Background: an optimization exercise with open tools, aiming at small area, a short achievable clock period and few clock cycles per item. Do not read the settings as production practice.
Where RTL was checked, it was by simulation tests only, not by an equivalence proof against the original.
Only the layout flow was run in runs 3 to 6; the RTL was not checked for function there.
Power is estimated from default activity; no workload was simulated.

## config.mk

```make
export PLATFORM = sky130hd
export DESIGN_NAME = break_reminder_timer
export DESIGN_NICKNAME = break_reminder_timer
export VERILOG_FILES = /design/flow/design.v
export SDC_FILE = /design/flow/constraint.sdc
export NUM_CORES = 4
export LEC_CHECK = 0
export CAP_MARGIN = 20
export CORE_MARGIN = 2
export CORE_UTILIZATION = 40
export SETUP_SLACK_MARGIN = 3.0
export SLEW_MARGIN = 20
```

## constraint.sdc

```tcl
create_clock -name core_clock -period 6.5 [get_ports {clk}]
set_input_delay 1.3000 -clock core_clock [delete_from_list [all_inputs] [get_ports {clk}]]
set_output_delay 1.3000 -clock core_clock [all_outputs]
set_load 0.01 [all_outputs]
```

## design.v

```verilog
package brt_pkg;
  localparam logic [15:0] SEC_PER_MIN     = 16'd60;
  localparam logic [15:0] RESET_COUNTDOWN = 16'd1200;
  localparam int          CFG_IDX_W       = 3;
  localparam int          CFG_DATA_W      = 22;
  localparam int          IN_TDATA_W      = 40;
  localparam int          OUT_TDATA_W     = 32;
  localparam logic [1:0] PH_WORK  = 2'd0;
  localparam logic [1:0] PH_BREAK = 2'd1;
  localparam logic [1:0] PH_HOLD  = 2'd2;
  localparam logic [1:0] PH_GRACE = 2'd3;
  localparam logic [2:0] EV_NONE  = 3'd0;
  localparam logic [2:0] EV_START = 3'd1;
  localparam logic [2:0] EV_END   = 3'd2;
  localparam logic [2:0] EV_SKIP  = 3'd3;
  localparam logic [2:0] EV_WARN  = 3'd4;
  localparam logic [2:0] REQ_TICK     = 3'd0;
  localparam logic [2:0] REQ_PAUSE    = 3'd1;
  localparam logic [2:0] REQ_SKIP     = 3'd2;
  localparam logic [2:0] REQ_BREAKNOW = 3'd3;
  localparam logic [2:0] REQ_CLAMP    = 3'd4;
  localparam logic [2:0] REQ_IVL_CHG  = 3'd5;
  function automatic logic ge16(input logic [15:0] a, input logic [15:0] b);
    logic [15:0] g0, l0;
    logic [7:0]  g1, l1;
    logic [3:0]  g2, l2;
    logic [1:0]  g3, l3;
    logic        l4;
    g0 = a & ~b;
    l0 = ~a & b;
    for (int i = 0; i < 8; i++) begin
      g1[i] = g0[2*i+1] | (~l0[2*i+1] & g0[2*i]);
      l1[i] = l0[2*i+1] | (~g0[2*i+1] & l0[2*i]);
    end
    for (int i = 0; i < 4; i++) begin
      g2[i] = g1[2*i+1] | (~l1[2*i+1] & g1[2*i]);
      l2[i] = l1[2*i+1] | (~g1[2*i+1] & l1[2*i]);
    end
    for (int i = 0; i < 2; i++) begin
      g3[i] = g2[2*i+1] | (~l2[2*i+1] & g2[2*i]);
      l3[i] = l2[2*i+1] | (~g2[2*i+1] & l2[2*i]);
    end
    l4 = l3[1] | (~g3[1] & l3[0]);
    ge16 = ~l4;
  endfunction
endpackage
module brt_cfg_regs (
  input  logic        clk,
  input  logic        rst_n,
  input  logic        wr_en,
  input  logic [2:0]  wr_index,
  input  logic [21:0] wr_data,
  output logic [13:0] ivl15,        
  output logic [15:0] break_secs,
  output logic [15:0] warn_level,
  output logic [11:0] idle15,       
  output logic [7:0]  max_hold_min,
  output logic [11:0] grace15,      
  output logic [8:0]  mode_bits,
  output logic [21:0] work_window
);
  logic [9:0]  mul_in;
  logic [13:0] mul15;
  logic [21:0] d0;      
  logic [7:0]  we;
  assign mul_in = {wr_data[9:8] & {2{wr_index == 3'd0}}, wr_data[7:0]};
  assign mul15  = {mul_in, 4'd0} - {4'd0, mul_in};
  assign d0     = wr_data & {22{rst_n}};
  always_comb begin
    for (int k = 0; k < 8; k++) we[k] = !rst_n || (wr_en && wr_index == 3'(k));
  end
  always_ff @(posedge clk) begin
    if (we[0]) ivl15 <= rst_n ? mul15 : 14'd300;
    if (we[1]) break_secs <= {d0[15:5], d0[4] | !rst_n, d0[3], d0[2] | !rst_n, d0[1:0]};
    if (we[2]) warn_level <= d0[15:0];
    if (we[3]) idle15 <= mul15[11:0] & {12{rst_n}};
    if (we[4]) max_hold_min <= {d0[7:4], d0[3] | !rst_n, d0[2], d0[1] | !rst_n, d0[0]};
    if (we[5]) grace15 <= mul15[11:0] & {12{rst_n}};
    if (we[6]) mode_bits <= d0[8:0];
    if (we[7]) work_window <= d0[21:0];
  end
endmodule
module brt_step (
  input  logic [13:0] ivl15,
  input  logic [15:0] break_secs,
  input  logic [15:0] warn_level,
  input  logic [7:0]  max_hold_min,
  input  logic [11:0] grace15,
  input  logic        smart,
  input  logic [2:0]  req,
  input  logic        t_idle,
  input  logic        t_run,
  input  logic [3:0]  busy,
  input  logic [1:0]  phase,
  input  logic [15:0] cd,
  input  logic [7:0]  hm,
  input  logic [5:0]  hs,
  input  logic [3:0]  reason,
  input  logic        paused,
  output logic [1:0]  n_phase,
  output logic [15:0] n_cd,
  output logic        n_hclr,      
  output logic        n_hinc,      
  output logic [7:0]  hm_inc,      
  output logic [3:0]  n_reason,
  output logic        n_paused,
  output logic [2:0]  n_ev
);
  logic [15:0] ivl_secs;
  logic [15:0] grace_secs;
  logic [15:0] cd_dec;
  logic        cd_zero;
  logic        cd_le1;
  logic        warn_hit;
  logic        hold_over;
  logic        busy_nz;
  logic        sbusy_nz;
  assign ivl_secs   = {ivl15, 2'b00};
  assign grace_secs = {2'b00, grace15, 2'b00};
  assign busy_nz    = busy != 4'd0;
  assign sbusy_nz   = smart && busy_nz;
  assign cd_le1     = cd[15:1] == 15'd0;
  assign cd_zero    = cd_le1 && !cd[0];
  assign cd_dec     = cd - 16'd1;
  assign warn_hit   = (warn_level != 16'd0) && (cd_dec == warn_level);
  assign hm_inc     = hm + {7'd0, hs == 6'd59};
  assign hold_over  = brt_pkg::ge16({8'd0, hm_inc}, {8'd0, max_hold_min});
  logic tick, tk, run, ph_w, ph_b, ph_h, ph_g, ph_hg;
  logic r_pause, r_skip, r_bnow, r_clamp, r_ivl;
  logic clamp_hit;
  logic hg_go, h_stay, h_free, g_hold, g_dec;
  logic sel_dec, sel_ivl, sel_brk, sel_gr;
  logic to_hold, to_grace, to_work;
  assign tick    = req == brt_pkg::REQ_TICK;
  assign r_pause = req == brt_pkg::REQ_PAUSE;
  assign r_skip  = req == brt_pkg::REQ_SKIP;
  assign r_bnow  = req == brt_pkg::REQ_BREAKNOW;
  assign r_clamp = req == brt_pkg::REQ_CLAMP;
  assign r_ivl   = req == brt_pkg::REQ_IVL_CHG;
  assign ph_w    = phase == brt_pkg::PH_WORK;
  assign ph_b    = phase == brt_pkg::PH_BREAK;
  assign ph_h    = phase == brt_pkg::PH_HOLD;
  assign ph_g    = phase == brt_pkg::PH_GRACE;
  assign ph_hg   = phase[1];
  assign tk      = tick && !paused;
  assign run     = tk && t_run && !ph_b;        
  assign clamp_hit = !brt_pkg::ge16(ivl_secs, cd);
  assign hg_go   = run && ph_hg && !hold_over;
  assign h_stay  = hg_go && ph_h && busy_nz;              
  assign h_free  = hg_go && ph_h && !busy_nz;             
  assign g_hold  = hg_go && ph_g && sbusy_nz;             
  assign g_dec   = hg_go && ph_g && !sbusy_nz && !cd_le1;
  assign sel_dec = (tk && ph_b && !cd_le1) || (run && ph_w && !cd_zero) || g_dec;
  assign to_work = (tk && ph_b && cd_le1) || (tk && !ph_b && t_idle) || r_skip;
  assign sel_ivl = to_work || (ph_w && (r_ivl || (r_clamp && clamp_hit)));
  assign sel_brk = (run && ph_w && cd_zero && !sbusy_nz) || (run && ph_hg && hold_over)
                || (h_free && grace15 == 12'd0) || (hg_go && ph_g && !sbusy_nz && cd_le1)
                || (r_bnow && !ph_b);
  assign sel_gr  = h_free && grace15 != 12'd0;
  assign to_hold = (run && ph_w && cd_zero && sbusy_nz) || g_hold;
  assign to_grace = sel_gr;
  assign n_cd = ({16{sel_dec}} & cd_dec) | ({16{sel_ivl}} & ivl_secs)
              | ({16{sel_brk}} & break_secs) | ({16{sel_gr}} & grace_secs)
              | ({16{!(sel_dec || sel_ivl || sel_brk || sel_gr)}} & cd);
  always_comb begin
    if (sel_brk)       n_phase = brt_pkg::PH_BREAK;
    else if (to_work)  n_phase = brt_pkg::PH_WORK;
    else if (to_hold)  n_phase = brt_pkg::PH_HOLD;
    else if (to_grace) n_phase = brt_pkg::PH_GRACE;
    else               n_phase = phase;
  end
  always_comb begin
    if (to_hold || h_stay)                 n_reason = busy;
    else if (sel_brk || to_work || g_dec || h_free) n_reason = 4'd0;
    else                                   n_reason = reason;
  end
  assign n_paused = r_pause ? !paused : (r_bnow ? 1'b0 : paused);
  always_comb begin
    if (sel_brk && !r_bnow || r_bnow && !ph_b) n_ev = brt_pkg::EV_START;
    else if (tk && ph_b && cd_le1)             n_ev = brt_pkg::EV_END;
    else if (r_skip && ph_b)                   n_ev = brt_pkg::EV_SKIP;
    else if (((run && ph_w && !cd_zero) || g_dec) && warn_hit) n_ev = brt_pkg::EV_WARN;
    else                                       n_ev = brt_pkg::EV_NONE;
  end
  assign n_hclr = ph_w;
  assign n_hinc = run && ph_hg;
endmodule
module break_reminder_timer (
  input  logic                            clk,
  input  logic                            rst_n,
  input  logic                            in_tvalid,
  output logic                            in_tready,
  input  logic [brt_pkg::IN_TDATA_W-1:0]  in_tdata,
  input  logic [2:0]                      in_tuser,
  output logic                            out_tvalid,
  input  logic                            out_tready,
  output logic [brt_pkg::OUT_TDATA_W-1:0] out_tdata,
  input  logic                            cfg_valid,
  output logic                            cfg_ready,
  input  logic [brt_pkg::CFG_IDX_W-1:0]   cfg_index,
  input  logic [brt_pkg::CFG_DATA_W-1:0]  cfg_data
);
  logic [13:0] ivl15;
  logic [15:0] break_secs;
  logic [15:0] warn_level;
  logic [11:0] idle15;
  logic [7:0]  max_hold_min;
  logic [11:0] grace15;
  logic [8:0]  mode_bits;
  logic [21:0] work_window;
  logic        s1_vld;
  logic [2:0]  s1_req;
  logic        s1_idle;
  logic        s1_run;
  logic [3:0]  s1_busy;
  logic        out_vld;
  logic [1:0]  phase;
  logic [15:0] cd;
  logic [7:0]  hm;
  logic [5:0]  hs;
  logic [3:0]  reason;
  logic        paused;
  logic [2:0]  ev;
  logic [1:0]  n_phase;
  logic [15:0] n_cd;
  logic        n_hclr;
  logic        n_hinc;
  logic [7:0]  hm_inc;
  logic [3:0]  n_reason;
  logic        n_paused;
  logic [2:0]  n_ev;
  logic        adv;
  logic        take;
  assign cfg_ready = 1'b1;
  brt_cfg_regs u_cfg (
    .clk          (clk),
    .rst_n        (rst_n),
    .wr_en        (cfg_valid),
    .wr_index     (cfg_index),
    .wr_data      (cfg_data),
    .ivl15        (ivl15),
    .break_secs   (break_secs),
    .warn_level   (warn_level),
    .idle15       (idle15),
    .max_hold_min (max_hold_min),
    .grace15      (grace15),
    .mode_bits    (mode_bits),
    .work_window  (work_window)
  );
  logic [15:0] idle_secs;
  logic [2:0]  dow;
  logic [10:0] minute;
  logic [6:0]  day_mask;
  logic        day_on;
  logic [10:0] win_from;
  logic [10:0] win_to;
  logic        ge_from;
  logic        lt_to;
  logic        win_hit;
  logic        idle_hit;
  logic        in_hours;
  assign idle_secs = in_tdata[15:0];
  assign dow       = in_tdata[22:20];
  assign minute    = in_tdata[33:23];
  assign idle_hit  = (idle15 != 12'd0) && brt_pkg::ge16({2'b00, idle_secs[15:2]}, {4'd0, idle15});
  assign day_mask  = mode_bits[8:2];
  always_comb begin
    case (dow)
      3'd1: day_on = day_mask[0];
      3'd2: day_on = day_mask[1];
      3'd3: day_on = day_mask[2];
      3'd4: day_on = day_mask[3];
      3'd5: day_on = day_mask[4];
      3'd6: day_on = day_mask[5];
      default: day_on = day_mask[6];
    endcase
  end
  assign win_from  = work_window[10:0];
  assign win_to    = work_window[21:11];
  assign ge_from   = brt_pkg::ge16({5'd0, minute}, {5'd0, win_from});
  assign lt_to     = !brt_pkg::ge16({5'd0, minute}, {5'd0, win_to});
  assign win_hit   = brt_pkg::ge16({5'd0, win_to}, {5'd0, win_from})
                   ? (ge_from && lt_to) : (ge_from || lt_to);
  assign in_hours  = !mode_bits[1] || (day_on && win_hit);
  assign adv       = s1_vld && (!out_vld || out_tready);
  assign in_tready = !s1_vld || adv;
  assign take      = in_tready && in_tvalid;
  always_ff @(posedge clk) begin
    if (!rst_n) begin
      s1_vld <= 1'b0;
    end else if (in_tready) begin
      s1_vld <= in_tvalid;
    end
  end
  always_ff @(posedge clk) begin
    if (take) begin
      s1_req  <= in_tuser;
      s1_idle <= idle_hit;
      s1_run  <= !idle_hit && in_hours;
      s1_busy <= in_tdata[19:16];
    end
  end
  brt_step u_step (
    .ivl15        (ivl15),
    .break_secs   (break_secs),
    .warn_level   (warn_level),
    .max_hold_min (max_hold_min),
    .grace15      (grace15),
    .smart        (mode_bits[0]),
    .req          (s1_req),
    .t_idle       (s1_idle),
    .t_run        (s1_run),
    .busy         (s1_busy),
    .phase        (phase),
    .cd           (cd),
    .hm           (hm),
    .hs           (hs),
    .reason       (reason),
    .paused       (paused),
    .n_phase      (n_phase),
    .n_cd         (n_cd),
    .n_hclr       (n_hclr),
    .n_hinc       (n_hinc),
    .hm_inc       (hm_inc),
    .n_reason     (n_reason),
    .n_paused     (n_paused),
    .n_ev         (n_ev)
  );
  always_ff @(posedge clk) begin
    if (!rst_n) begin
      out_vld <= 1'b0;
      phase   <= brt_pkg::PH_WORK;
      cd      <= brt_pkg::RESET_COUNTDOWN;
      reason  <= 4'd0;
      paused  <= 1'b0;
    end else if (adv) begin
      out_vld <= 1'b1;
      phase   <= n_phase;
      cd      <= n_cd;
      reason  <= n_reason;
      paused  <= n_paused;
    end else if (out_tready) begin
      out_vld <= 1'b0;
    end
  end
  always_ff @(posedge clk) begin
    if (adv) begin
      ev <= n_ev;
      if (n_hclr) begin
        hm <= 8'd0;
        hs <= 6'd0;
      end else if (n_hinc) begin
        hm <= hm_inc;
        hs <= (hs == 6'd59) ? 6'd0 : hs + 6'd1;
      end
    end
  end
  assign out_tvalid = out_vld;
  assign out_tdata  = {6'd0, ev, reason, paused, cd, phase};
endmodule
```

## run.sh

```bash
#!/bin/bash
# synth_recipe.tcl (not shown) runs the flow's synth.tcl, then flattens the netlist and writes it again
# the make line also repeats each setting of config.mk as NAME=value (left out here)
make -C /OpenROAD-flow-scripts/flow DESIGN_CONFIG=/design/flow/config.mk WORK_HOME=/design/flow/orfs CLKGATE_MAP_FILE= SYNTH_SCRIPT=/design/flow/synth_recipe.tcl finish
```

==> flow_summary.toml, run 1 <==
[status]
run_status = "no timing/DRC/antenna violations"

[worst_setup_path]
worst-endpoint-required_ps = 6830
crit_chain = "ha_2 -> nand2_2 -> nor3_4 -> ha_4 -> ha_4 -> xnor2_4 -> o22a_1 -> a221o_1 -> a222oi_1 -> buf_4 -> o211ai_4 -> buf_12 -> a31oi_4 -> o31ai_4 -> and2_4 -> a221o_1"
cp_arrival_ps = 3920
cp-start-kind = "flop"
reg2reg_depth = 16
slowest_stage = "edfxtp_1"
critPathMaxStageDelay_ps = 360
critical_path_class = "reg2reg"
cp-end-kind = "flop"
timing.critical_path.fanout_max = 7

[sta]
timing_max_transition_violations_final = 0
timing.setup.tns_ps = 0
timing.final.crit_period_ps = 3590
max_freq_mhz = 279
grt_setup_unrepaired = "yes"
worst_slew_margin_rel_pct = 31.1
final-setup-viol-count = 0
clock_skew_after_layout_ps = 10.3
setup_slack_ps = 2910
layout_worst_path_cycle_share_pct = 55.2
finalHoldViolCount = 0
tightestPinTransition_ps = 1030

[synth]
simple_gate_share_of_the_synthesized_area_pct = 17.7
synthCells = 838
yosys_most_used_dff = "edfxtp_1"
synth.largest_area_cell = "edfxtp_1"
synth_xor_xnor_area_share_pct = 4.99
synth_async_sr_flop_share_pct = 0
synth_top_family_by_area = "simple AND/OR/NAND/NOR gates"
synth.lib_cells_used.distinct = 80
yosysWarningCount = 3
post_synth_fa_ha_maj_area_fraction_pct = 4.19
yosys-mux-area-fraction_pct = 0.114
post_syn_area_um2 = 8780
synth.ff_latch_count = 160
synth-edff-count = 135
compound_gate_fraction_of_synth_area_pct = 16.3
yosys.area.top_type_share_pct = 46.2
synth.area.top_cells = "edfxtp_1 46%, dfxtp_1 5.7%, nor2_1 3.5%"
postSynthAreaPerCell_um2 = 10.5
synth.yosys.seq_area_share_pct = 51.9

[placement]
post_detailed_placement_half_perimeter_wirelength_um = 17600
place_congestion = 0.915
io_buffers = 92
postPlaceCellArea_um2 = 10000
setup_slack_after_placement_ps = 1940

[die]
placeableCoreArea_um2 = 21700
ioPinCount = 108
floorplan.die.width_um = 152
num_rows = 54
die-area_um2 = 23100
starting_density_of_the_core_pct = 40.5
die_height_um = 152

[route]
postRouteWirelength_um = 24300
drt-vias-per-instance = 5.60
wl_per_cell_um = 19.5
final_antenna_violating_net_count = 0
drc_violations_left = 0
detailedRoute.firstPassIterationCount = 5
routed-via-count = 6965
detail_route.iter0.violations = 550

[clock_network]
htree_num_levels = 4
clock_tree.buffer_depth = 2
cts_tree = "built"
cts_buffers = 17
clk-insertion-delay-late_ps = 440
clkTransAtPathRegs_ps = 70
clockRootBuffer = "clkbuf_16"
cts_sinks = 160

[global_route]
global_route.usage.total_pct = 20.9
grt_start_max_net_pins = 45
global_route.peak_usage_layer = "met2"
met2_usage_pct = 33.9
globalRouteOverflowTotal = 0
grt_util_met3_pct = 4.21
grt_pass1_wl_um = 37400
antenna_found_initial = 0
grt_use_met1_pct = 27.7
number_of_global_route_vias_before_repair = 6748

[pwr]
p_leak_nw = 3.90
vdd.ir_drop.worst_mv = 0.120
power_per_cell_area_nw_per_um2 = 239

[cells_and_area]
antenna_cells_inserted = 0
num-fill-cells = 1975
finalNetCount = 1035
layout-drive-gt1-share_pct = 15.8
area.growth.synth_to_final_pct = 26.3
stdcell_area_um2 = 11100

[worst_hold_path]
holdPathStages = 2
hold_path_class = "reg2reg"

[flow_run]
timing.max_cap.violations = 0
## final cells by class
class	instances	area, um2	share of cell area (%)
flip-flops and latches	160	4560	41.1
inverters	67	253	2.28
multi-input cells	582	4190	37.8
clock inverters	14	125	1.13
repair buffers	123	1190	10.7
clock buffers	18	429	3.87
well taps	280	350	3.16
## placed cells by master (no fill, tap or decap), types with 13 or more instances in the layout
cell / Yosys / layout
clkdlybuf4s50_1: 0 / 86
nand2_1: 44 / 42
dfxtp_1: 25 / 24
a21oi_1: 34 / 30
nor2_1: 82 / 78
xnor2_1: 35 / 34
nand2b_1: 24 / 21
nor2b_1: 21 / 20
o21ai_0: 30 / 22
nor4_1: 18 / 16
xor2_1: 15 / 15
and2_1: 25 / 24
inv_1: 65 / 65
clkbuf_16: 0 / 17
nand3_1: 16 / 16
buf_4: 10 / 25
maj3_2: 0 / 13
edfxtp_1: 135 / 135
## per-stage QoR
step / util, % / cells / hold slack [ps] / total power [mW]
2_1_floorplan: - / 843 / 450 / 1.52
3_3_place_gp: 46.2 / 1192 / 449 / 1.67
3_5_place_dp: 46.2 / 1193 / 448 / 1.68
4_1_cts: 50.2 / 1239 / 458 / 2.65
5_1_grt: 51.1 / 1244 / 492 / 2.75
6_report: 51.1 / 1244 / 452 / 2.65
## power breakdown
part,internal (mW),total [mW],switching (mW)
clock network,0.502,0.950,0.448
registers,1.21,1.29,0.0819
logic,0.191,0.411,0.220
total,1.90,2.65,0.750
## cells in the mapped netlist, drive strengths merged, types with 8 or more instances
cell type  number
edfxtp        135
nor2           82
inv            66
nand2          45
o21ai          38
xnor2          35
a21oi          34
and2           25
dfxtp          25
nand2b         24
maj3           23
nor2b          21
clkbuf         19
nor4           19
nand3          17
buf            15
nor3           15
xor2           15
and3           12
ha             11
a221oi         10
a31oi           9
o2bb2ai         9
a221o           8
## flip-flops by register name, summed over array words and instances, names as in the netlist
| register | cells |
|---|---|
| u_cfg.grace15 | 12 |
| u_cfg.ivl15 | 14 |
| out_vld | 1 |
| reason | 4 |
| hm | 8 |
| cd | 16 |
| s1_vld | 1 |
| s1_run | 1 |
| s1_req | 3 |
| hs | 6 |
| u_cfg.warn_level | 16 |
| u_cfg.break_secs | 16 |
| ev | 3 |
| s1_idle | 1 |
| u_cfg.max_hold_min | 8 |
| paused | 1 |
| s1_busy | 4 |
| phase | 2 |
| u_cfg.idle15 | 12 |
| u_cfg.work_window | 22 |
| u_cfg.mode_bits | 9 |
## metal layers
metal	vias to the layer above	routed length, um
li1	3319	-
met1	3340	10600
met2	253	11400
met3	53	1370
met4	0	851
met5	-	0
## worst max-delay path: cells and delay by family, from the launching register on
family | cells | cell delay, ps
AOI/OAI and AO/OA | 7 | 1540
xor gates and xnor gates | 1 | 90
adders and majority gates | 3 | 570
buffers and inverters | 2 | 380
DFF | 1 | 360
and+or+nand+nor | 3 | 510
## kinds of logic after synthesis
group	count (synthesis)
AOI/OAI and AO/OA	194
xor gates and xnor gates	50
DFF	160
other	2
adders and majority gates	34
and+or+nand+nor	296
buffers and inverters	101
muxes	1
## worst paths after layout
check / end / start / slack (ps)
hold / removal: reason[1] / reason[1] / 450
setup / recovery: cd[11] / hs[0] / 2910
hold reg to reg: reason[1] / reason[1] / 450
setup reg to reg: cd[11] / hs[0] / 2910
## timing repair
item / CTS / global route
hold endpoints to repair: 0 / 0
gates cloned: 0 / 0
hold buffers: 0 / 0
endpoints found under the setup margin: 27 / 30
gates resized for setup: 49 / 38
buffers inserted: 14 / 5
pin swaps: 29 / 26
Testbench counts, summed over its fixed seeds: cycles 48,096, items 48,000.
==> run 2, diff against run 1 <==
--- a/config.mk
+++ b/config.mk
@@ -8,5 +8,4 @@
 export CAP_MARGIN = 20
 export CORE_MARGIN = 2
 export CORE_UTILIZATION = 40
-export SETUP_SLACK_MARGIN = 3.0
 export SLEW_MARGIN = 20
==> run 2 against run 1 <==
Compared with the run above: still clean; total power grew 0.41%; global-route usage down 0.55 points; non-clock buffer count is 19 lower; worst hold slack improved by 8.9 ps; utilization decreased by 2.2 points; sequential cell count unchanged; worst setup slack lost 650 ps; synthesized area did not move; via count down 1.7%; synthesized cell count is the same; register-to-register slack worse by 650 ps; routed wire length is 4.4% lower.
==> flow_summary.toml, run 2 <==
[synth]
most_used_standard_cell_by_instance_count_after_synthesis = "edfxtp_1"
yosys_most_used_dff = "edfxtp_1"
synth.area.top_cells = "edfxtp_1 46%, dfxtp_1 5.7%, nor2_1 3.5%"
netlist_top_cells_count = "135 x edfxtp_1, 82 x nor2_1, 65 x inv_1"
synth-edff-count = 135
synth.yosys.seq_area_share_pct = 51.9
yosysWarningCount = 3
synth_async_sr_flop_share_pct = 0
postSynthAreaPerCell_um2 = 10.5
synth.lib_cells_used.distinct = 80
synthCells = 838
post_syn_area_um2 = 8780
synth.ff_latch_count = 160
synth.largest_area_cell = "edfxtp_1"
yosys.area.top_type_share_pct = 46.2

[sta]
final-setup-viol-count = 0
timing.final.crit_period_ps = 4240
hold_ws_ps = 461
timing_max_transition_violations_final = 0
tightestPinTransition_ps = 1090
timing.setup.tns_ps = 0
worst_slew_margin_rel_pct = 26.7
grt_setup_unrepaired = "no"
setup_slack_ps = 2260
max_freq_mhz = 236
clock_skew_after_layout_ps = 8.32
layout_worst_path_cycle_share_pct = 65.3
finalHoldViolCount = 0

[placement]
postPlaceCellArea_um2 = 10000
io_buffers = 92
post_detailed_placement_half_perimeter_wirelength_um = 17400
setup_slack_after_placement_ps = 1920
numPlacedInstances = 1193
place_congestion = 0.938

[worst_setup_path]
cp_arrival_ps = 4560
worstReg2RegEnd = "cd[0]"
cp-start-kind = "primary input"
regToRegSetupSlack_ps = 2260
worst-endpoint-required_ps = 6820
rr_startpoint = "hs[0]"
critical_path_class = "in2reg"
timing.critical_path.fanout_max = 15
cp-end-kind = "flop"
reg2reg_depth = 14

[pwr]
p_total_mw = 2.66
vdd.ir_drop.worst_mv = 0.147
p_leak_nw = 3.73
power_per_cell_area_nw_per_um2 = 251

[global_route]
globalRouteOverflowTotal = 0
global_route.usage.total_pct = 20.3
grt_pass1_wl_um = 36400
antenna_found_initial = 0
number_of_global_route_vias_before_repair = 6568
grt_start_max_net_pins = 45

[die]
die_height_um = 152
starting_density_of_the_core_pct = 40.5
ioPinCount = 108
placeableCoreArea_um2 = 21700
floorplan.die.width_um = 152
die-area_um2 = 23100
num_rows = 54

[flow_run]
timing.max_cap.violations = 0

[route]
drc_violations_left = 0
detail_route.iter0.violations = 556
wl_per_cell_um = 18.9
routed-via-count = 6845
drt-vias-per-instance = 5.59
postRouteWirelength_um = 23200
detailedRoute.firstPassIterationCount = 6
final_antenna_violating_net_count = 0

[status]
run_status = "no timing/DRC/antenna violations"

[cells_and_area]
layout.cells.most_common_list = "135 x edfxtp_1, 92 x clkdlybuf4s50_1, 82 x nor2_1"
area.growth.synth_to_final_pct = 20.8
stdcell_area_um2 = 10600
finalNetCount = 1016
multi_input_combinational_cell_area_um2 = 3840
largest_reg_flops = 22
layout.area.seq_um2 = 4550
antenna_cells_inserted = 0
layout-drive-gt1-share_pct = 7.20
top_register = "u_cfg.work_window"
instances_no_fill = 1225
layout_commonest_cell = "edfxtp_1"
num-fill-cells = 1994
layout.core_utilization_pct = 48.9

[clock_network]
cts_sinks = 160
cts_setup_buffers = 0
htree_num_levels = 4
cts_buffers = 17
cts_repair_resize_count = 0
clkTransAtPathRegs_ps = 70
clk-insertion-delay-late_ps = 440
clockRootBuffer = "clkbuf_16"
clock_tree.buffer_depth = 2
hold_fix_buffers_cts = 0
cts_tree = "built"

[worst_hold_path]
min_from = "reason[3]"
min_to = "reason[3]"
holdPathStages = 2
hold_path_class = "reg2reg"
==> run 2: cell types whose count changed in the layout (fill, tap and decap cells not counted), sizes merged <==
cell,before,now
clkbuf,19,17
dlygate4sd2,3,0
clkdlybuf4s15,2,0
clkinv,4,6
clkinvlp,4,1
inv,73,74
buf,31,12
bufinv,0,1
clkdlybuf4s50,86,92
==> run 2: where the power goes <==
group / switching, mW / internal (mW)
sequential: 0.0787 / 1.21
combinational: 0.199 / 0.166
clock: 0.463 / 0.548
==> run 2: worst max-delay path by stage <==
| stage | startpoint | to | slack, ps | depth (start not counted) |
|---|---|---|---|---|
| final | out_tready | cd[2] | 2260 | 8 |
| after global routing | hs[0] | cd[0] | 1860 | 14 |
| after CTS | hs[0] | cd[0] | 2290 | 14 |
| after detailed placement | out_tready | cd[2] | 1920 | 8 |
| after global placement | out_tready | cd[2] | 1930 | 8 |
| after floorplan | in_tdata[23] | s1_run | 2700 | 9 |
==> run 2: metal layers <==
layer	wire length [um]	part of all wire [%]	GRT usage [%]	vias to the layer above
met1	10100	43	26.9	3246
met4	824	3.5	8.63	0
met3	1450	6.2	4.04	51
met5	0	0	0	-
li1	-	-	-	3285
met2	10900	47	32.7	263
==> run 2: cells by family after synthesis <==
| group | count (synthesis) | synth area share (%) |
|---|---|---|
| and+or+nand+nor | 296 | 17.7 |
| AOI/OAI and AO/OA | 194 | 16.3 |
| DFF | 160 | 51.9 |
| buffers and inverters | 101 | 4.79 |
| xor gates and xnor gates | 50 | 4.99 |
| adders and majority gates | 34 | 4.19 |
| other | 2 | 0.0855 |
| muxes | 1 | 0.114 |
==> run 2: worst max-delay path: stages <==
cell and delay [ps]:
clkdlybuf4s50_1 400, nor2b_1 230, nand2b_1 680, clkinv_1 690
nand2_1 560, a21oi_1 210, a221oi_1 380, o21ai_1 100
==> run 2: layout make-up <==
| cell class | count | area share [%] |
|---|---|---|
| tap | 280 | 3.30 |
| inverter | 67 | 2.37 |
| timing repair buffer | 104 | 9.53 |
| clock inverter | 15 | 1.62 |
| multi-input combinational | 582 | 36.2 |
| clock buffer | 17 | 4.01 |
| sequential | 160 | 42.9 |
==> run 3, diff against run 2 <==
--- a/design.v
+++ b/design.v
@@ -84,7 +84,6 @@
   input  logic [13:0] ivl15,
   input  logic [15:0] break_secs,
   input  logic [15:0] warn_level,
-  input  logic [7:0]  max_hold_min,
   input  logic [11:0] grace15,
   input  logic        smart,
   input  logic [2:0]  req,
@@ -93,15 +92,17 @@
   input  logic [3:0]  busy,
   input  logic [1:0]  phase,
   input  logic [15:0] cd,
-  input  logic [7:0]  hm,
-  input  logic [5:0]  hs,
+  input  logic        cd_zero,     
+  input  logic        cd_le1,      
+  input  logic        hold_over,   
   input  logic [3:0]  reason,
   input  logic        paused,
   output logic [1:0]  n_phase,
   output logic [15:0] n_cd,
+  output logic        n_zero,      
+  output logic        n_le1,       
   output logic        n_hclr,      
   output logic        n_hinc,      
-  output logic [7:0]  hm_inc,      
   output logic [3:0]  n_reason,
   output logic        n_paused,
   output logic [2:0]  n_ev
@@ -109,22 +110,27 @@
   logic [15:0] ivl_secs;
   logic [15:0] grace_secs;
   logic [15:0] cd_dec;
-  logic        cd_zero;
-  logic        cd_le1;
   logic        warn_hit;
-  logic        hold_over;
+  logic [15:0] nw;
+  logic        cd_hi0;
+  logic        cd_is1;
+  logic        cd_is2;
   logic        busy_nz;
   logic        sbusy_nz;
   assign ivl_secs   = {ivl15, 2'b00};
   assign grace_secs = {2'b00, grace15, 2'b00};
   assign busy_nz    = busy != 4'd0;
   assign sbusy_nz   = smart && busy_nz;
-  assign cd_le1     = cd[15:1] == 15'd0;
-  assign cd_zero    = cd_le1 && !cd[0];
   assign cd_dec     = cd - 16'd1;
-  assign warn_hit   = (warn_level != 16'd0) && (cd_dec == warn_level);
-  assign hm_inc     = hm + {7'd0, hs == 6'd59};
-  assign hold_over  = brt_pkg::ge16({8'd0, hm_inc}, {8'd0, max_hold_min});
+  assign nw         = ~warn_level;
+  always_comb begin
+    warn_hit = (warn_level != 16'd0) && !(cd[0] ^ nw[0]);
+    for (int i = 1; i < 16; i++)
+      warn_hit = warn_hit && ((cd[i] ^ nw[i]) == (cd[i-1] | nw[i-1]));
+  end
+  assign cd_hi0     = cd[15:2] == 14'd0;
+  assign cd_is1     = cd_hi0 && !cd[1] && cd[0];
+  assign cd_is2     = cd_hi0 && cd[1] && !cd[0];
   logic tick, tk, run, ph_w, ph_b, ph_h, ph_g, ph_hg;
   logic r_pause, r_skip, r_bnow, r_clamp, r_ivl;
   logic clamp_hit;
@@ -159,9 +165,15 @@
   assign sel_gr  = h_free && grace15 != 12'd0;
   assign to_hold = (run && ph_w && cd_zero && sbusy_nz) || g_hold;
   assign to_grace = sel_gr;
+  logic sel_keep;
+  assign sel_keep = !(sel_dec || sel_ivl || sel_brk || sel_gr);
   assign n_cd = ({16{sel_dec}} & cd_dec) | ({16{sel_ivl}} & ivl_secs)
               | ({16{sel_brk}} & break_secs) | ({16{sel_gr}} & grace_secs)
-              | ({16{!(sel_dec || sel_ivl || sel_brk || sel_gr)}} & cd);
+              | ({16{sel_keep}} & cd);
+  assign n_zero = (sel_dec && cd_is1) || (sel_ivl && ivl15 == 14'd0)
+               || (sel_brk && break_secs == 16'd0) || (sel_keep && cd_zero);
+  assign n_le1  = (sel_dec && (cd_is1 || cd_is2)) || (sel_ivl && ivl15 == 14'd0)
+               || (sel_brk && break_secs[15:1] == 15'd0) || (sel_keep && cd_le1);
   always_comb begin
     if (sel_brk)       n_phase = brt_pkg::PH_BREAK;
     else if (to_work)  n_phase = brt_pkg::PH_WORK;
@@ -225,7 +237,11 @@
   logic [15:0] n_cd;
   logic        n_hclr;
   logic        n_hinc;
-  logic [7:0]  hm_inc;
+  logic        n_zero;
+  logic        n_le1;
+  logic        cd_zero;
+  logic        cd_le1;
+  logic        hold_over;
   logic [3:0]  n_reason;
   logic        n_paused;
   logic [2:0]  n_ev;
@@ -304,7 +320,6 @@
     .ivl15        (ivl15),
     .break_secs   (break_secs),
     .warn_level   (warn_level),
-    .max_hold_min (max_hold_min),
     .grace15      (grace15),
     .smart        (mode_bits[0]),
     .req          (s1_req),
@@ -313,36 +328,40 @@
     .busy         (s1_busy),
     .phase        (phase),
     .cd           (cd),
-    .hm           (hm),
-    .hs           (hs),
+    .cd_zero      (cd_zero),
+    .cd_le1       (cd_le1),
+    .hold_over    (hold_over),
     .reason       (reason),
     .paused       (paused),
     .n_phase      (n_phase),
     .n_cd         (n_cd),
     .n_hclr       (n_hclr),
+    .n_zero       (n_zero),
+    .n_le1        (n_le1),
     .n_hinc       (n_hinc),
-    .hm_inc       (hm_inc),
     .n_reason     (n_reason),
     .n_paused     (n_paused),
     .n_ev         (n_ev)
   );
+  logic st_en;
+  assign st_en = adv || !rst_n;
   always_ff @(posedge clk) begin
-    if (!rst_n) begin
-      out_vld <= 1'b0;
-      phase   <= brt_pkg::PH_WORK;
-      cd      <= brt_pkg::RESET_COUNTDOWN;
-      reason  <= 4'd0;
-      paused  <= 1'b0;
-    end else if (adv) begin
-      out_vld <= 1'b1;
-      phase   <= n_phase;
-      cd      <= n_cd;
-      reason  <= n_reason;
-      paused  <= n_paused;
-    end else if (out_tready) begin
-      out_vld <= 1'b0;
+    if (!rst_n)          out_vld <= 1'b0;
+    else if (adv)        out_vld <= 1'b1;
+    else if (out_tready) out_vld <= 1'b0;
+  end
+  always_ff @(posedge clk) begin
+    if (st_en) begin
+      phase   <= n_phase & {2{rst_n}};
+      cd      <= rst_n ? n_cd : brt_pkg::RESET_COUNTDOWN;
+      cd_zero <= n_zero && rst_n;
+      cd_le1  <= n_le1 && rst_n;
+      reason  <= n_reason & {4{rst_n}};
+      paused  <= n_paused && rst_n;
     end
   end
+  logic [7:0] hm_inc;
+  assign hm_inc = hm + {7'd0, hs == 6'd59};
   always_ff @(posedge clk) begin
     if (adv) begin
       ev <= n_ev;
@@ -355,6 +374,16 @@
       end
     end
   end
+  logic hs_step;
+  logic ho_cmp;
+  assign hs_step = s1_vld && s1_req == brt_pkg::REQ_TICK && s1_run && !paused && phase[1];
+  assign ho_cmp  = brt_pkg::ge16({8'd0, hm + {7'd0, hs_step ? (hs[5:1] == 5'd29) : (hs == 6'd59)}},
+                                 {8'd0, max_hold_min});
+  always_ff @(posedge clk) begin
+    if (adv && n_hclr)      hold_over <= max_hold_min == 8'd0;
+    else if (adv ^ hs_step) hold_over <= hold_over;
+    else                    hold_over <= ho_cmp;
+  end
   assign out_tvalid = out_vld;
   assign out_tdata  = {6'd0, ev, reason, paused, cd, phase};
 endmodule
--- a/config.mk
+++ b/config.mk
@@ -5,7 +5,9 @@
 export SDC_FILE = /design/flow/constraint.sdc
 export NUM_CORES = 4
 export LEC_CHECK = 0
+export ABC_AREA = 1
 export CAP_MARGIN = 20
 export CORE_MARGIN = 2
 export CORE_UTILIZATION = 40
+export SETUP_SLACK_MARGIN = 3.5
 export SLEW_MARGIN = 20
==> run 3 against run 2 <==
Compared with the run above: largest power group unchanged; still clean; routed wire length increased by 7.2%; critical endpoint is now in_tready; sequential power grew 5%; utilization grew 0.81 points.
==> flow_summary.toml, run 3 <==
[die]
ioPinCount = 108
starting_density_of_the_core_pct = 40.7
die-area_um2 = 25100
die_height_um = 159
placeableCoreArea_um2 = 23500
num_rows = 56
floorplan.die.width_um = 159

[sta]
final-setup-viol-count = 0
grt_setup_unrepaired = "yes"
worst_slew_margin_rel_pct = 51.6
finalHoldViolCount = 0
timing.setup.tns_ps = 0
hold_ws_ps = 533
clock_skew_after_layout_ps = 11.9
timing_max_transition_violations_final = 0
layout_worst_path_cycle_share_pct = 45.3
max_freq_mhz = 339
tightestPinTransition_ps = 725
timing.final.crit_period_ps = 2950

[global_route]
number_of_global_route_vias_before_repair = 7283
grt_start_max_net_pins = 58
globalRouteOverflowTotal = 0
global_route.usage.total_pct = 20.5
grt_pass1_wl_um = 38500
antenna_found_initial = 0

[worst_hold_path]
hold_path_class = "reg2reg"
min_to = "out_vld"
min_from = "out_vld"
holdPathStages = 2

[placement]
post_detailed_placement_half_perimeter_wirelength_um = 18800
place_congestion = 0.922
io_buffers = 92

[flow_run]
timing.max_cap.violations = 0

[synth]
yosys_most_used_dff = "edfxtp_1"
yosys-mux-area-fraction_pct = 0
netlist_top_cells_count = "233 x nand2_1, 165 x inv_1, 161 x edfxtp_1"
synthCells = 1115
most_used_standard_cell_by_instance_count_after_synthesis = "nand2_1"
synth_xor_xnor_area_share_pct = 1.65
synth_top_family_by_area = "simple AND/OR/NAND/NOR gates"
yosysWarningCount = 3
synth.yosys.seq_area_share_pct = 51.0
post_syn_area_um2 = 9550
synth.largest_area_cell = "edfxtp_1"
compound_gate_fraction_of_synth_area_pct = 11.2
synth.ff_latch_count = 163
yosys.area.top_type_share_pct = 50.6
postSynthAreaPerCell_um2 = 8.57
post_synth_fa_ha_maj_area_fraction_pct = 3.67
simple_gate_share_of_the_synthesized_area_pct = 24.1
synth.lib_cells_used.distinct = 52
synth.area.top_cells = "edfxtp_1 51%, nand2_1 9.2%, inv_1 6.5%"
synth-edff-count = 161
synth_async_sr_flop_share_pct = 0

[worst_setup_path]
slowest_stage = "buf_6"
regToRegSetupSlack_ps = 3590
crit_chain = "clkbuf_2 -> inv_2 -> nand3_2 -> buf_6"
timing.critical_path.fanout_max = 3
worstReg2RegEnd = "hold_over"
reg2reg_depth = 15
worst-endpoint-required_ps = 5200
cp-end-kind = "output port"
cp-start-kind = "primary input"
cp_arrival_ps = 1650
critical_path_class = "in2out"
rr_startpoint = "s1_req[1]"
critPathMaxStageDelay_ps = 130

[clock_network]
clk-insertion-delay-late_ps = 440
clockRootBuffer = "clkbuf_16"
htree_num_levels = 4
clkTransAtPathRegs_ps = 70
cts_sinks = 163
hold_fix_buffers_cts = 0
cts_tree = "built"
clock_tree.buffer_depth = 2
cts_buffers = 17

[cells_and_area]
top_register = "u_cfg.work_window"
antenna_cells_inserted = 0
largest_reg_flops = 22
layout.cells.most_common_list = "229 x nand2_1, 163 x inv_1, 161 x edfxtp_1"
area.growth.synth_to_final_pct = 22.1
layout_commonest_cell = "nand2_1"
layout-drive-gt1-share_pct = 11.0
finalNetCount = 1329

[pwr]
vdd.ir_drop.worst_mv = 0.130
proportion_of_power_drawn_by_the_clock_network_pct = 34.4
swShare_pct = 29.8
power.share.sequential_pct = 47.2
switchingPower_mw = 0.858
intPower_mw = 2.02
p_total_mw = 2.88
power_per_cell_area_nw_per_um2 = 247
combinationalPowerShare_pct = 18.4
p_leak_nw = 4.99

[route]
detailedRoute.firstPassIterationCount = 5
postRouteWirelength_um = 24900
routed-via-count = 7887
detail_route.iter0.violations = 702
final_antenna_violating_net_count = 0
wl_per_cell_um = 15.9
drt-vias-per-instance = 5.06
drc_violations_left = 0

[status]
run_status = "no timing/DRC/antenna violations"
==> run 3: cell types whose count changed in the layout (fill, tap and decap cells not counted), sizes merged, moves of 26 or more <==
cell / previous run / this run
nand2: 45 / 240
inv: 74 / 176
nor2: 82 / 156
nand3: 17 / 59
a21oi: 34 / 65
xnor2: 35 / 4
edfxtp: 135 / 161
==> run 3: worst max-delay path: cells and delay by family <==
family                 cells  cell delay [ps]
buffers and inverters      3              260
AND/OR/NAND/NOR            1               80
==> run 3: per-stage QoR <==
step	setup slack (ps)	cells	area, um2	util [%]
floorplan	3500	1120	9580	-
global placement	2670	1515	10800	46.1
detailed placement	2650	1516	10800	46.1
CTS	3440	1554	11500	49.1
global route	3420	1560	11700	49.7
finish	3550	1560	11700	49.7
==> run 3: how the worst max path moves through the flow <==
stage | from | end | cells past startpoint
after global placement | cfg_data[5] | u_cfg.idle15[10] | 11
after floorplan | cfg_index[2] | u_cfg.warn_level[0] | 3
after CTS | out_tready | in_tready | 4
after detailed placement | cfg_data[5] | u_cfg.grace15[10] | 11
final | out_tready | in_tready | 4
after global routing | s1_req[2] | hold_over | 15
==> run 3: logic make-up (layout without fill, tap and decap cells) <==
family,count (synthesis),after routing
xor+xnor,18,18
other cells,2,7
compound gates,182,182
flops,163,163
simple gates,525,525
fa+ha+maj,28,28
buf+inv,197,318
==> run 3: final cells by class <==
class / instances / area (um2)
fillers: 2227 / 11800
flip-flops and latches: 163 / 4870
multi-input cells: 760 / 4100
repair buffers: 113 / 1070
inverters: 173 / 649
clock buffers: 18 / 429
well taps: 319 / 399
clock inverters: 14 / 151
==> run 3: power groups by stage <==
stage	Sequential [mW]	Clock, mW	Combinational [mW]
finish	1.36	0.992	0.529
global route	1.37	1.05	0.597
CTS	1.36	1.01	0.521
detailed placement	1.38	0	0.510
global placement	1.38	0	0.506
floorplan	1.35	0	0.332
==> run 3: metal layers <==
metal	routed length (um)	vias up	part of all wire [%]	GRT usage [%]
met5	0	-	0	0
met3	1230	30	4.9	3.38
li1	-	3986	-	-
met2	11300	254	46	32.8
met1	11900	3617	48	28.5
met4	456	0	1.8	6.35
==> run 3: timing repair <==
| item | 4_1_cts | 5_1_grt |
|---|---|---|
| resized for setup | 31 | 30 |
| buffers inserted | 6 | 6 |
| endpoints found under the setup margin | 14 | 18 |
| pin swaps | 4 | 8 |
==> run 4, diff against run 3 <==
--- a/config.mk
+++ b/config.mk
@@ -5,7 +5,6 @@
 export SDC_FILE = /design/flow/constraint.sdc
 export NUM_CORES = 4
 export LEC_CHECK = 0
-export ABC_AREA = 1
 export CAP_MARGIN = 20
 export CORE_MARGIN = 2
 export CORE_UTILIZATION = 40
==> run 4 against run 3 <==
Compared with the run above: critical endpoint is now hold_over; synthesized area shrank 4.5%; sequential cell count is the same; cell area shrank 1.7%.
==> flow_summary.toml, run 4 <==
[status]
run_status = "no timing/DRC/antenna violations"

[synth]
synth.lib_cells_used.distinct = 69
yosys.area.top_type_share_pct = 53.0
yosys-mux-area-fraction_pct = 0.219
synth-edff-count = 161
simple_gate_share_of_the_synthesized_area_pct = 16.5
synth_xor_xnor_area_share_pct = 5.18
synth_async_sr_flop_share_pct = 0
synthCells = 839
most_used_standard_cell_by_instance_count_after_synthesis = "edfxtp_1"
netlist_top_cells_count = "161 x edfxtp_1, 66 x nor2_1, 61 x inv_1"
synth.ff_latch_count = 163
synth.area.top_cells = "edfxtp_1 53%, xnor2_1 3.9%, ha_1 3.8%"
yosysWarningCount = 3
postSynthAreaPerCell_um2 = 10.9
post_synth_fa_ha_maj_area_fraction_pct = 6.76
yosys_most_used_dff = "edfxtp_1"
compound_gate_fraction_of_synth_area_pct = 13.3
synth_top_family_by_area = "simple AND/OR/NAND/NOR gates"
synth.largest_area_cell = "edfxtp_1"
synth.yosys.seq_area_share_pct = 53.4
post_syn_area_um2 = 9120

[pwr]
intPower_mw = 2.14
p_leak_nw = 4.05
vdd.ir_drop.worst_mv = 0.127
combinationalPowerShare_pct = 17.5
power.share.sequential_pct = 46.8
switchingPower_mw = 0.811
power_per_cell_area_nw_per_um2 = 257
swShare_pct = 27.5
proportion_of_power_drawn_by_the_clock_network_pct = 35.7

[route]
drt-vias-per-instance = 5.59
final_antenna_violating_net_count = 0
detail_route.iter0.violations = 575
wl_per_cell_um = 19.4
routed-via-count = 6995
postRouteWirelength_um = 24300
drc_violations_left = 0
detailedRoute.firstPassIterationCount = 5

[clock_network]
clkTransAtPathRegs_ps = 60
hold_fix_buffers_cts = 0
cts_sinks = 163
cts_buffers = 17
htree_num_levels = 4
clk-insertion-delay-late_ps = 430
clockRootBuffer = "clkbuf_16"
clock_tree.buffer_depth = 2
cts_tree = "built"

[cells_and_area]
layout.cells.most_common_list = "161 x edfxtp_1, 71 x clkdlybuf4s50_1, 62 x nor2_1"
area.growth.synth_to_final_pct = 25.7
largest_reg_flops = 22
top_register = "u_cfg.work_window"
finalNetCount = 1054
layout-drive-gt1-share_pct = 17.0
num-fill-cells = 2011
layout_commonest_cell = "edfxtp_1"
antenna_cells_inserted = 0

[worst_setup_path]
cp-start-kind = "flop"
crit_path_max_delay_family = "adder cells"
slowest_stage = "edfxtp_1"
critical_path.most_common_cell = "maj3_2"
cp_arrival_ps = 4050
worst-endpoint-required_ps = 6750
crit_buf_inv = 1
critPathMaxStageDelay_ps = 430
timing.critical_path.fanout_max = 2
crit_chain = "nor2_2 -> and3_4 -> nand3_4 -> mux2i_4 -> nor4_4 -> ha_2 -> ha_1 -> inv_1 -> maj3_2 -> maj3_2 -> maj3_2 -> maj3_2 -> maj3_2 -> o21ai_2 -> a21oi_2 -> a211oi_2"
critical_path_class = "reg2reg"
cp-end-kind = "flop"

[sta]
timing.final.crit_period_ps = 3800
clock_skew_after_layout_ps = 11.1
tightestPinTransition_ps = 1010
timing.setup.tns_ps = 0
setup_slack_ps = 2700
final-setup-viol-count = 0
worst_slew_margin_rel_pct = 32.5
max_freq_mhz = 263
hold_ws_ps = 598
layout_worst_path_cycle_share_pct = 58.5
finalHoldViolCount = 0
timing_max_transition_violations_final = 0
grt_setup_unrepaired = "yes"

[die]
starting_density_of_the_core_pct = 40.5
floorplan.die.width_um = 155
num_rows = 55
placeableCoreArea_um2 = 22500
die_height_um = 155
die-area_um2 = 24000
ioPinCount = 108

[global_route]
global_route.usage.total_pct = 20.5
number_of_global_route_vias_before_repair = 6722
antenna_found_initial = 0
globalRouteOverflowTotal = 0
grt_pass1_wl_um = 37400
grt_start_max_net_pins = 43

[placement]
setup_slack_after_placement_ps = 2320
post_detailed_placement_half_perimeter_wirelength_um = 17400
io_buffers = 92
place_congestion = 0.942

[worst_hold_path]
hold_path_class = "reg2reg"

[flow_run]
timing.max_cap.violations = 0
run 4: logic make-up (layout without fill, tap and decap cells):
logic type      after synthesis  count (layout)
simple gates                292             293
compound gates              178             178
flops                       163             163
buf+inv                      94             215
fa+ha+maj                    54              54
xor+xnor                     54              54
other cells                   2               7
mux                           2               2
run 4: layer usage:
layer  vias to the layer above  GRT usage [%]  routed length [um]
met2                       252           32.4               11200
met4                         0           7.05                 519
met5                         -              0                   0
li1                       3331              -                   -
met3                        37           4.54                1620
met1                      3375           27.9               10900
run 4: path summary, 6_finish.rpt:
| check | from | end | slack, ps | cells after the start |
|---|---|---|---|---|
| hold / removal | hs[0] | hs[0] | 600 | 1 |
| setup reg to reg | s1_req[1] | hold_over | 2700 | 16 |
| setup / recovery | s1_req[1] | hold_over | 2700 | 16 |
| hold reg to reg | hs[0] | hs[0] | 600 | 1 |
run 4: layout make-up:
class	instances	area, um2	share of cell area (%)
flip-flops and latches	163	4870	42.5
multi-input cells	588	4250	37.0
repair buffers	120	1130	9.87
clock buffers	18	429	3.74
well taps	285	357	3.11
inverters	62	236	2.06
clock inverters	14	188	1.64
repair inverters	1	5.00	0.0436
run 4: stage by stage:
step / power (mW) / std cells / utilization, % / cell area (um2)
2_1_floorplan: 1.67 / 844 / - / 9200
3_3_place_gp: 1.86 / 1198 / 46.1 / 10400
3_5_place_dp: 1.86 / 1198 / 46.1 / 10400
4_1_cts: 2.94 / 1246 / 50.1 / 11300
5_1_grt: 3.07 / 1251 / 51.0 / 11500
6_report: 2.95 / 1251 / 51.0 / 11500
run 4: power groups by stage:
stage | combinational, mW | sequential (mW) | clock (mW)
after floorplan | 0.309 | 1.36 | 0
after global placement | 0.460 | 1.40 | 0
after detailed placement | 0.465 | 1.40 | 0
after CTS | 0.501 | 1.37 | 1.07
after global routing | 0.569 | 1.39 | 1.11
final | 0.516 | 1.38 | 1.05
run 4: timing repair:
| item | in CTS | in global routing |
|---|---|---|
| pin swaps | 33 | 23 |
| gates resized for setup | 86 | 33 |
| gates cloned | 2 | 0 |
| buffers inserted | 14 | 5 |
| setup endpoints to repair | 67 | 41 |
==> run 5, diff against run 4 <==
==> flow/run.sh (new file) <==
#!/bin/bash
# Layout flow: the standard flow (standard synthesis and ORFS layout),
# with the port buffers that buffer_ports inserts made plain buf_1 cells
# instead of the tool's default pick (a slow delay buffer).
# ORFS writes each step's log under orfs/logs; make's own output is kept in
# standard.log here.
set -euo pipefail
cd "$(dirname "$0")/.."
export BUFFER_PORTS_ARGS="-buffer_cell sky130_fd_sc_hd__buf_1"
bash standard.sh > standard.log 2>&1
==> standard.sh (new file) <==
#!/bin/bash
# synth_recipe.tcl (not shown) runs the flow's synth.tcl, then flattens the netlist and writes it again
# the make line also repeats each setting of config.mk as NAME=value (left out here)
make -C /OpenROAD-flow-scripts/flow DESIGN_CONFIG=/design/flow/config.mk WORK_HOME=/design/flow/orfs CLKGATE_MAP_FILE= SYNTH_SCRIPT=/design/flow/synth_recipe.tcl "${@:-finish}"
--- a/config.mk
+++ b/config.mk
@@ -5,6 +5,7 @@
 export SDC_FILE = /design/flow/constraint.sdc
 export NUM_CORES = 4
 export LEC_CHECK = 0
+export ABC_AREA = 1
 export CAP_MARGIN = 20
 export CORE_MARGIN = 2
 export CORE_UTILIZATION = 40
removed: run.sh
==> run 5 against run 4 <==
Compared with the run above: total power is 2.1% lower; cell area is 3.8% lower; sequential power hardly changed; worst hold slack worse by 82 ps; combinational power is 7.6% lower; routed wire length is 3.0% higher; clock-buffer cell count stayed put; synthesized area is 4.7% higher; largest cell class unchanged; largest power group unchanged.
==> flow_summary.toml, run 5 <==
[sta]
layout_worst_path_cycle_share_pct = 45.7
finalHoldViolCount = 0
tightestPinTransition_ps = 786
timing.final.crit_period_ps = 2970
timing_max_transition_violations_final = 0
grt_setup_unrepaired = "yes"
worst_slew_margin_rel_pct = 47.2
final-setup-viol-count = 0
max_freq_mhz = 336
hold_ws_ps = 516
timing.setup.tns_ps = 0
clock_skew_after_layout_ps = 8.82

[synth]
post_syn_area_um2 = 9550
yosys-mux-area-fraction_pct = 0
most_used_standard_cell_by_instance_count_after_synthesis = "nand2_1"
synth_xor_xnor_area_share_pct = 1.65
simple_gate_share_of_the_synthesized_area_pct = 24.1
synth.ff_latch_count = 163
yosysWarningCount = 3
yosys.area.top_type_share_pct = 50.6
synth_async_sr_flop_share_pct = 0
synth-edff-count = 161
yosys_most_used_dff = "edfxtp_1"
compound_gate_fraction_of_synth_area_pct = 11.2
netlist_top_cells_count = "233 x nand2_1, 165 x inv_1, 161 x edfxtp_1"
post_synth_fa_ha_maj_area_fraction_pct = 3.67
synth.largest_area_cell = "edfxtp_1"
postSynthAreaPerCell_um2 = 8.57
synth_top_family_by_area = "simple AND/OR/NAND/NOR gates"
synth.area.top_cells = "edfxtp_1 51%, nand2_1 9.2%, inv_1 6.5%"
synth.lib_cells_used.distinct = 52
synthCells = 1115
synth.yosys.seq_area_share_pct = 51.0

[worst_setup_path]
timing.critical_path.fanout_max = 3
critical_path_class = "in2out"
cp-start-kind = "primary input"
cp_arrival_ps = 1670
worst-endpoint-required_ps = 5200
cp-end-kind = "output port"

[placement]
io_buffers = 92
post_detailed_placement_half_perimeter_wirelength_um = 18700
numPlacedInstances = 1516
postPlaceCellArea_um2 = 10200
place_congestion = 0.951

[global_route]
number_of_global_route_vias_before_repair = 7103
antenna_found_initial = 0
grt_start_max_net_pins = 58
globalRouteOverflowTotal = 0
global_route.usage.total_pct = 20.2
grt_pass1_wl_um = 38200

[route]
postRouteWirelength_um = 25000
drc_violations_left = 0
wl_per_cell_um = 16.1
final_antenna_violating_net_count = 0
detail_route.iter0.violations = 664
drt-vias-per-instance = 5.13
detailedRoute.firstPassIterationCount = 5
routed-via-count = 7977

[status]
run_status = "no timing/DRC/antenna violations"

[cells_and_area]
stdcell_area_um2 = 11000
layout.area.seq_um2 = 4870
layout-drive-gt1-share_pct = 9.79
area.growth.synth_to_final_pct = 15.6
multi_input_combinational_cell_area_um2 = 4030
layout_commonest_cell = "nand2_1"
largest_reg_flops = 22
layout.cells.most_common_list = "231 x nand2_1, 164 x inv_1, 161 x edfxtp_1"
layout.core_utilization_pct = 47.0
finalNetCount = 1325
num-fill-cells = 2285
instances_no_fill = 1555
top_register = "u_cfg.work_window"
antenna_cells_inserted = 0

[die]
placeableCoreArea_um2 = 23500
num_rows = 56
die_height_um = 159
die-area_um2 = 25100
starting_density_of_the_core_pct = 40.7
floorplan.die.width_um = 159
ioPinCount = 108

[pwr]
power.share.sequential_pct = 47.1
swShare_pct = 29.1
combinationalPowerShare_pct = 16.5
vdd.ir_drop.worst_mv = 0.176
p_leak_nw = 4.70
power_per_cell_area_nw_per_um2 = 261
intPower_mw = 2.05
proportion_of_power_drawn_by_the_clock_network_pct = 36.3
switchingPower_mw = 0.839

[clock_network]
cts_buffers = 17
htree_num_levels = 4
clkTransAtPathRegs_ps = 60
clockRootBuffer = "clkbuf_16"
hold_fix_buffers_cts = 0
clk-insertion-delay-late_ps = 430
cts_sinks = 163
clock_tree.buffer_depth = 2
cts_tree = "built"

[worst_hold_path]
hold_path_class = "reg2reg"

[flow_run]
timing.max_cap.violations = 0
run 5: changes by cell type in the layout (fill, tap and decap cells not counted), moves of 18 or more:
cell / previous run / this run
xnor2_1: 41 / 4
nor2b_1: 20 / 0
clkdlybuf4s50_1: 71 / 0
and2_1: 27 / 0
nand3_1: 22 / 55
buf_1: 0 / 86
nand2b_1: 18 / 0
nor2_1: 62 / 134
nand2_1: 52 / 231
a21oi_1: 30 / 60
inv_1: 55 / 164
run 5: routing by layer:
layer | vias up | share of wire (%) | global-route usage, %
met4 | 0 | 2.2 | 6.52
met3 | 29 | 6.3 | 3.38
met2 | 300 | 45 | 31.8
met1 | 3660 | 46 | 28.3
met5 | - | 0 | 0
li1 | 3988 | - | -
run 5: cell type report:
| cell class | count | area share [%] |
|---|---|---|
| Sequential cell | 163 | 44.2 |
| Inverter | 173 | 5.88 |
| Tap cell | 319 | 3.62 |
| Clock buffer | 18 | 3.89 |
| Timing Repair Buffer | 109 | 4.41 |
| Multi-Input combinational cell | 760 | 36.5 |
| Clock inverter | 13 | 1.58 |
run 5: cells by family after synthesis:
| logic type | Yosys count |
|---|---|
| simple gates | 525 |
| compound gates | 182 |
| flops | 163 |
| xor+xnor | 18 |
| fa+ha+maj | 28 |
| other cells | 2 |
| buf+inv | 197 |
run 5: through the flow:
step	total power, mW	worst slack, ps
after floorplan	1.68	3500
after global placement	1.84	3040
after detailed placement	1.84	3040
after CTS	2.90	3510
after global routing	3.03	3390
final	2.89	3530
run 5: worst max-delay path: stages:
cell     delay [ps]
buf_1            70
inv_1            70
nand3_2          90
buf_6           140
run 5: power by group through the flow:
stage / sequential, mW / clock, mW / combinational (mW)
final: 1.36 / 1.05 / 0.477
after CTS: 1.36 / 1.07 / 0.469
after global placement: 1.38 / 0 / 0.457
after detailed placement: 1.38 / 0 / 0.463
after global routing: 1.37 / 1.11 / 0.546
after floorplan: 1.35 / 0 / 0.332
run 5: path summary, 6_finish.rpt:
kind | cells after the start | startpoint | slack, ps | to
worst max-delay path | 4 | out_tready | 3530 | in_tready
worst min-delay path | 2 | out_vld | 520 | out_vld
worst max register to register | 14 | paused | 3610 | hold_over
worst min register to register | 2 | out_vld | 520 | out_vld
run 5: what timing repair did:
item                                    CTS  global route
setup buffers                             3             5
endpoints found under the setup margin    3            20
pin swaps                                 1            10
resized for setup                         5            30
==> run 6, diff against run 5 <==
--- a/config.mk
+++ b/config.mk
@@ -9,5 +9,5 @@
 export CAP_MARGIN = 20
 export CORE_MARGIN = 2
 export CORE_UTILIZATION = 40
-export SETUP_SLACK_MARGIN = 3.5
+export SETUP_SLACK_MARGIN = 4.0
 export SLEW_MARGIN = 20
==> run 6 against run 5 <==
Compared with the run above: still clean on timing, DRC and antenna; clock-buffer cell count is the same; first-iteration DRC count grew 23%; sequential share of layout area shrank 2.6 points; worst hold slack gained 32 ps; via count grew 1.8%; die area is the same; cell area grew 6.4%; synthesized area is the same; combinational power grew 18%; sequential power is essentially flat; register-to-register slack gained 170 ps; worst setup slack gained 47 ps; critical endpoint unchanged; highest routed layer unchanged.
==> flow_summary.toml, run 6 <==
[cells_and_area]
layout.cells.most_common_list = "221 x nand2_1, 161 x edfxtp_1, 146 x inv_1"
instances_no_fill = 1593
largest_reg_flops = 22
layout-drive-gt1-share_pct = 18.4
finalNetCount = 1362
stdcell_area_um2 = 11700
top_register = "u_cfg.work_window"
antenna_cells_inserted = 0
num-fill-cells = 2187
layout_commonest_cell = "nand2_1"
area.growth.synth_to_final_pct = 22.9

[placement]
place_congestion = 0.953
post_detailed_placement_half_perimeter_wirelength_um = 18500
numPlacedInstances = 1510
postPlaceCellArea_um2 = 10400
io_buffers = 92

[die]
starting_density_of_the_core_pct = 40.7
floorplan.die.width_um = 159
placeableCoreArea_um2 = 23500
die_height_um = 159
num_rows = 56
die-area_um2 = 25100
ioPinCount = 108

[synth]
synth-edff-count = 161
yosys_most_used_dff = "edfxtp_1"
synthCells = 1115
synth.largest_area_cell = "edfxtp_1"
synth.area.top_cells = "edfxtp_1 51%, nand2_1 9.2%, inv_1 6.5%"
synth.yosys.seq_area_share_pct = 51.0
most_used_standard_cell_by_instance_count_after_synthesis = "nand2_1"
yosys.area.top_type_share_pct = 50.6
synth.lib_cells_used.distinct = 52
postSynthAreaPerCell_um2 = 8.57
yosysWarningCount = 3
synth.ff_latch_count = 163
synth_async_sr_flop_share_pct = 0
post_syn_area_um2 = 9550
netlist_top_cells_count = "233 x nand2_1, 165 x inv_1, 161 x edfxtp_1"

[sta]
final-setup-viol-count = 0
clock_skew_after_layout_ps = 16.9
timing.setup.tns_ps = 0
finalHoldViolCount = 0
max_freq_mhz = 342
grt_setup_unrepaired = "yes"
worst_slew_margin_rel_pct = 46.2
layout_worst_path_cycle_share_pct = 45.0
timing_max_transition_violations_final = 0
timing.final.crit_period_ps = 2930
tightestPinTransition_ps = 806

[global_route]
antenna_found_initial = 0
grt_start_max_net_pins = 57
global_route.usage.total_pct = 20.5
globalRouteOverflowTotal = 0
number_of_global_route_vias_before_repair = 7520
grt_pass1_wl_um = 39200

[pwr]
switchingPower_mw = 0.875
p_leak_nw = 4.94
power.share.sequential_pct = 47.5
vdd.ir_drop.worst_mv = 0.171
power_per_cell_area_nw_per_um2 = 243
proportion_of_power_drawn_by_the_clock_network_pct = 32.6
intPower_mw = 1.97
swShare_pct = 30.7
combinationalPowerShare_pct = 19.8

[worst_hold_path]
hold_path_class = "reg2reg"

[route]
met1Wirelength_um = 11700
postRouteWirelength_um = 25800
detailedRoute.firstPassIterationCount = 6
final_antenna_violating_net_count = 0
met3_length_um = 1680
dr_wl_met2_um = 11800
wl_per_cell_um = 16.2
detail_route.iter0.violations = 818
drc_violations_left = 0
drt-vias-per-instance = 5.10
routed-via-count = 8117
highest_metal_layer_used_by_the_detailed_router = "met4"

[clock_network]
clkTransAtPathRegs_ps = 60
clockRootBuffer = "clkbuf_16"
cts_buffers = 17
htree_num_levels = 4
clock_tree.buffer_depth = 2
clk-insertion-delay-late_ps = 430
hold_fix_buffers_cts = 0
cts_sinks = 163
cts_tree = "built"

[flow_run]
timing.max_cap.violations = 0

[worst_setup_path]
critical_path_class = "in2out"
cp-start-kind = "primary input"
cp_arrival_ps = 1630
timing.critical_path.fanout_max = 2
cp-end-kind = "output port"
worst-endpoint-required_ps = 5200

[status]
run_status = "no timing/DRC/antenna violations"
## run 6: cell types whose count changed in the layout (fill, tap and decap cells not counted), moves of 8 or more
cell     change
buf_4       +36
inv_1       -18
inv_2       +14
nand2_1     -10
a21oi_1      -9
buf_1        -8
o21ai_0      -8
## run 6: layout make-up
type | count | area, um2 | share of cell area (%)
clock buffers | 18 | 429 | 3.65
clock inverters | 14 | 103 | 0.874
inverters | 173 | 673 | 5.73
multi-input cells | 762 | 4440 | 37.8
flip-flops and latches | 163 | 4870 | 41.5
well taps | 319 | 399 | 3.40
repair buffers | 143 | 820 | 6.98
repair inverters | 1 | 5.00 | 0.0426
## run 6: metal layers
metal | vias to the layer above | track usage (%)
met1 | 3697 | 28.0
met3 | 38 | 3.92
met2 | 313 | 33.0
met4 | 0 | 6.61
li1 | 4069 | -
met5 | - | 0
## run 6: repair_timing
item                                    CTS  global route
endpoints found under the setup margin   89            42
hold endpoints to repair                  0             0
buffers inserted                         18            30
pin swaps                                28            31
gates resized for setup                  62            63
cloned                                    0             3
## run 6: cells by family after synthesis
group,after synthesis,synth area share [%]
adders and majority gates,28,3.67
and+or+nand+nor,525,24.1
xor gates and xnor gates,18,1.65
AOI/OAI and AO/OA,182,11.2
DFF,163,51.0
buffers and inverters,197,8.37
other,2,0.0786
## run 6: path summary, 6_finish.rpt
kind,startpoint,endpoint,slack [ps],depth (start not counted)
max reg2reg,s1_req[0],hold_over,3780,14
min,out_vld,out_vld,550,2
max,out_tready,in_tready,3570,4
min reg2reg,out_vld,out_vld,550,2
## run 6: worst max-delay path: stages
cell	delay [ps]
buf_8	110
inv_12	40
nand3_4	50
buf_6	120
## run 6: stage by stage
step	setup WS, ps	util (%)	power (mW)	hold slack [ps]
2_1_floorplan	3670	-	1.70	524
3_3_place_gp	3150	44.2	1.85	519
3_5_place_dp	3160	44.2	1.85	526
4_1_cts	3570	48.0	2.81	557
5_1_grt	3560	50.0	2.98	570
6_report	3570	50.0	2.85	548
## run 6: power groups by stage
stage	Combinational, mW	Sequential, mW	Clock [mW]
after floorplan	0.344	1.35	0
after global placement	0.469	1.38	0
after detailed placement	0.476	1.38	0
after CTS	0.506	1.36	0.943
after global routing	0.633	1.36	0.987
final	0.565	1.35	0.930

afterwards: timing with drivers on the ports:
Ports are ideal in the flow. The routed layouts listed here were re-timed in OpenROAD.
Step 1: set_driving_cell puts a clkbuf_16 on clk and a buf_2 on each other input, an assumption about the parent block.
Step 2 moves the port delays by t, midway between the first and last clock arrival at a register: inputs arrive t later, outputs are due t later. That takes back most of the time a late clock gives input paths.
a / b / c = no drivers / after step 1 / after step 2; a / b = the first two.
run | t, ns | setup slack, ns | worst hold slack (ns) | worst setup path at the end | worst data-port slew with drivers (ns)
run 1 | 0.477 | 2.911 / 2.911 / 2.621 | 0.452 / 0.452 / 0.452 | input to register | 0.04
run 2 | 0.477 | 2.256 / 2.262 / 1.799 | 0.461 / 0.461 / 0.461 | input to register | 0.04
run 3 | 0.475 | 3.554 / 3.530 / 3.144 | 0.533 / 0.533 / 0.533 | input to register | 0.05
run 4 | 0.474 | 2.698 / 2.698 / 2.698 | 0.598 / 0.598 / 0.598 | register to register | 0.05
run 5 | 0.470 | 3.527 / 3.506 / 3.182 | 0.516 / 0.516 / 0.516 | input to register | 0.05
run 6 | 0.469 | 3.573 / 3.532 / 3.459 | 0.548 / 0.548 / 0.548 | input to register | 0.06
After both steps setup and hold are still met in every run listed. For run 2, which loses most, drivers alone change the setup slack by +0.006 ns; drivers and shift together by -0.457 ns.
